This design comes from an exercise in tuning for small area on the open sky130 flow, not from production work.
Function was checked by simulation only, so behaviour that the tests miss may differ from the original.
Power figures rest on the tool's default switching activity, not on a simulated workload.

==> flow/design.v <==
package tbu_pkg;
  localparam int num_states = 16;
  localparam int state_w    = 4;    
  localparam int x_min   = 6;       
  localparam int blk_len = 10;      
  localparam int half = num_states / 2;
  typedef logic [state_w-1:0] state_t;
  typedef logic [num_states*state_w-1:0] stage_prev_t;
  typedef logic [num_states-1:0] stage_desc_t;
  typedef logic [blk_len-1:0] row_t;
  typedef logic [$clog2(blk_len)-1:0] blk_idx_t;
endpackage
`timescale 1ns/1ns
module tbu_top (
  input  logic                 clk,
  input  logic                 sys_rst,
  input  logic                 in_valid,     
  input  tbu_pkg::stage_prev_t prev_state,
  input  tbu_pkg::stage_desc_t decision,
  output logic                 out_valid,
  output logic                 out_bit
);
  localparam int NS  = tbu_pkg::num_states;
  localparam int SW  = tbu_pkg::state_w;
  localparam int H   = tbu_pkg::half;
  localparam int BL  = tbu_pkg::blk_len;
  localparam int XM  = tbu_pkg::x_min;
  localparam int PL  = BL - SW;   
  tbu_pkg::row_t rows_q [NS];    
  tbu_pkg::row_t old_q  [NS];    
  tbu_pkg::row_t tmp_q  [H];     
  logic [H*SW-1:0] pbuf_q;       
  logic [H-1:0]    dbuf_q;       
  logic              ph_b;       
  tbu_pkg::blk_idx_t pos_q;      
  logic              have_prev;  
  tbu_pkg::state_t   ptr_q;      
  tbu_pkg::blk_idx_t rd_idx;
  logic              rd_active;
  tbu_pkg::state_t sel [H];
  logic            din [H];
  tbu_pkg::row_t   gat [H];
  tbu_pkg::row_t   nrow [H];
  always_comb begin
    for (int r = 0; r < H; r++) begin
      sel[r] = ph_b ? pbuf_q[r*SW +: SW] : prev_state[r*SW +: SW];
      din[r] = ph_b ? dbuf_q[r] : decision[r];
      gat[r] = rows_q[sel[r]];
      nrow[r][0] = din[r];
      nrow[r][PL-1:1] = gat[r][PL-2:0];
      if (pos_q == '0) begin
        nrow[r][BL-1:PL] = sel[r];
      end else if (pos_q < tbu_pkg::blk_idx_t'(XM)) begin
        nrow[r][BL-1:PL] = gat[r][BL-1:PL];
      end else begin
        nrow[r][BL-1:PL] = gat[r][BL-2:PL-1];
      end
    end
  end
  always_ff @(posedge clk) begin
    pbuf_q <= prev_state[NS*SW-1:H*SW];
    dbuf_q <= decision[NS-1:H];
    for (int r = 0; r < H; r++) tmp_q[r] <= nrow[r];
    if (ph_b) begin
      for (int r = 0; r < H; r++) begin
        rows_q[r]   <= tmp_q[r];
        rows_q[H+r] <= nrow[r];
      end
    end
    if (in_valid && pos_q == '0) begin
      for (int s = 0; s < NS; s++) old_q[s] <= rows_q[s];
    end
  end
  always_ff @(posedge clk) begin
    if (sys_rst) begin
      ph_b      <= 1'b0;
      pos_q     <= '0;
      have_prev <= 1'b0;
      rd_active <= 1'b0;
      rd_idx    <= '0;
    end else begin
      ph_b <= in_valid;
      if (ph_b) begin
        if (pos_q == tbu_pkg::blk_idx_t'(BL - 1)) begin
          pos_q     <= '0;
          have_prev <= 1'b1;
        end else begin
          pos_q <= pos_q + 1'b1;
        end
      end
      if (rd_active) begin
        if (rd_idx == '0) rd_active <= 1'b0;
        else              rd_idx    <= rd_idx - 1'b1;
      end
      if (in_valid && have_prev && pos_q == tbu_pkg::blk_idx_t'(XM - 1)) begin
        rd_active <= 1'b1;
        rd_idx    <= tbu_pkg::blk_idx_t'(BL - 1);
      end
    end
  end
  always_ff @(posedge clk) begin
    if (in_valid && pos_q == tbu_pkg::blk_idx_t'(XM - 1)) begin
      ptr_q <= nrow[0][BL-1:PL];
    end
  end
  assign out_valid = rd_active;
  assign out_bit   = old_q[ptr_q][rd_idx];
endmodule
clock: 5.0 ns
lec_check: 0
abc_area: 1
cap_margin: 20
core_margin: 2
core_utilization: 30
gpl_timing_driven: 0
slew_margin: 20
standard.sh (not shown) runs the stock make flow with config.mk's settings and CLKGATE_MAP_FILE= SYNTH_SCRIPT=/design/flow/synth_recipe.tcl, a recipe that flattens the netlist after the stock synthesis.
==> flow/flow/run.sh <==
#!/bin/bash
# Standard layout with three changes:
#  - synthesis maps the logic with the area-oriented ABC script in
#    flow/abc_area.script (ABC_AREA must be 1); the synthesis script itself
#    and the flip-flop mapping are ORFS's own;
#  - the port buffers are the smallest buffer cell;
#  - clock tree synthesis uses clkbuf_8 buffers, clusters of up to 16
#    flip-flops and no dummy loads.
set -euo pipefail
W=$(pwd)
rm -rf "$W/scripts_synth"
cp -r "$FLOW_HOME/scripts" "$W/scripts_synth"
cp "$W/flow/abc_area.script" "$W/scripts_synth/abc_area.script"
bash standard.sh SCRIPTS_DIR="$W/scripts_synth" synth > "$W/synth.log" 2>&1
bash standard.sh \
  "BUFFER_PORTS_ARGS=-buffer_cell sky130_fd_sc_hd__buf_1" \
  "CTS_ARGS=-sink_clustering_enable -repair_clock_nets -dont_use_dummy_load -sink_clustering_size 16 -sink_clustering_max_diameter 50 -buf_list {sky130_fd_sc_hd__clkbuf_8}" \
  > "$W/layout.log" 2>&1
==> flow/flow/abc_area.script <==
strash
&get -n
&fraig -x
&put
scorr
dc2
dretime
strash
&get -n
&dch -f
&nf -R 1000
&put
Next try:
--- a/flow/design.v
+++ b/flow/design.v
@@ -45,16 +45,9 @@
     for (int r = 0; r < H; r++) begin
       sel[r] = ph_b ? pbuf_q[r*SW +: SW] : prev_state[r*SW +: SW];
       din[r] = ph_b ? dbuf_q[r] : decision[r];
-      gat[r] = rows_q[sel[r]];
-      nrow[r][0] = din[r];
-      nrow[r][PL-1:1] = gat[r][PL-2:0];
-      if (pos_q == '0) begin
-        nrow[r][BL-1:PL] = sel[r];
-      end else if (pos_q < tbu_pkg::blk_idx_t'(XM)) begin
-        nrow[r][BL-1:PL] = gat[r][BL-1:PL];
-      end else begin
-        nrow[r][BL-1:PL] = gat[r][BL-2:PL-1];
-      end
+      gat[r] = rows_q[sel[r]];   
+      nrow[r] = {gat[r][BL-2:0], din[r]};
+      if (pos_q == '0) nrow[r][SW:1] = sel[r];
     end
   end
   always_ff @(posedge clk) begin
@@ -103,6 +96,9 @@
       ptr_q <= nrow[0][BL-1:PL];
     end
   end
-  assign out_valid = rd_active;
-  assign out_bit   = old_q[ptr_q][rd_idx];
+  always_ff @(posedge clk) begin
+    if (sys_rst) out_valid <= 1'b0;
+    else         out_valid <= rd_active;
+    out_bit <= old_q[ptr_q][rd_idx];
+  end
 endmodule
Outcome:
- The new run finished clean
- setup slack improved by 0.46 ns
- via count goes down by 8.5%
- design area goes down by 4.2%
- power goes down by 1.2%
- cell count goes down by 8.4%
- synthesized area goes down by 4.1%
- core utilization hardly moves
- fmax goes up by 11%
- routed wire length goes down by 4.6%
- global-route usage goes down by 0.26 points
- flip-flop and latch count goes up by 2
- register-to-register slack improved by 0.43 ns

-- static timing again, ports no longer ideal --
The flow's constraints put no driver on any port. The routed layouts listed below were extracted and timed again, unchanged, in two steps.
Step 1, drivers: a clkbuf_16 drives clk and a buf_2 each remaining input, both assumed.
Step 2, shift: input delay + t, output delay - t, t = (earliest + latest rising clock arrival at the registers) / 2. This alone moves slack from input paths to output paths.
Three values: ideal ports, drivers, drivers and shift; two values: the first two.
| run | t (ns) | setup slack, ns | worst setup path at the end | worst data-port slew with drivers (ns) | pins driven straight from the clock port |
|---|---|---|---|---|---|
| the first run | 0.696 | 0.306 / 0.247 / 0.345 | register to register | 0.04 | 1 |
| the second run | 0.691 | 0.770 / 0.770 / 0.770 | register to register | 0.04 | 1 |
After both steps every run listed still meets setup and hold.
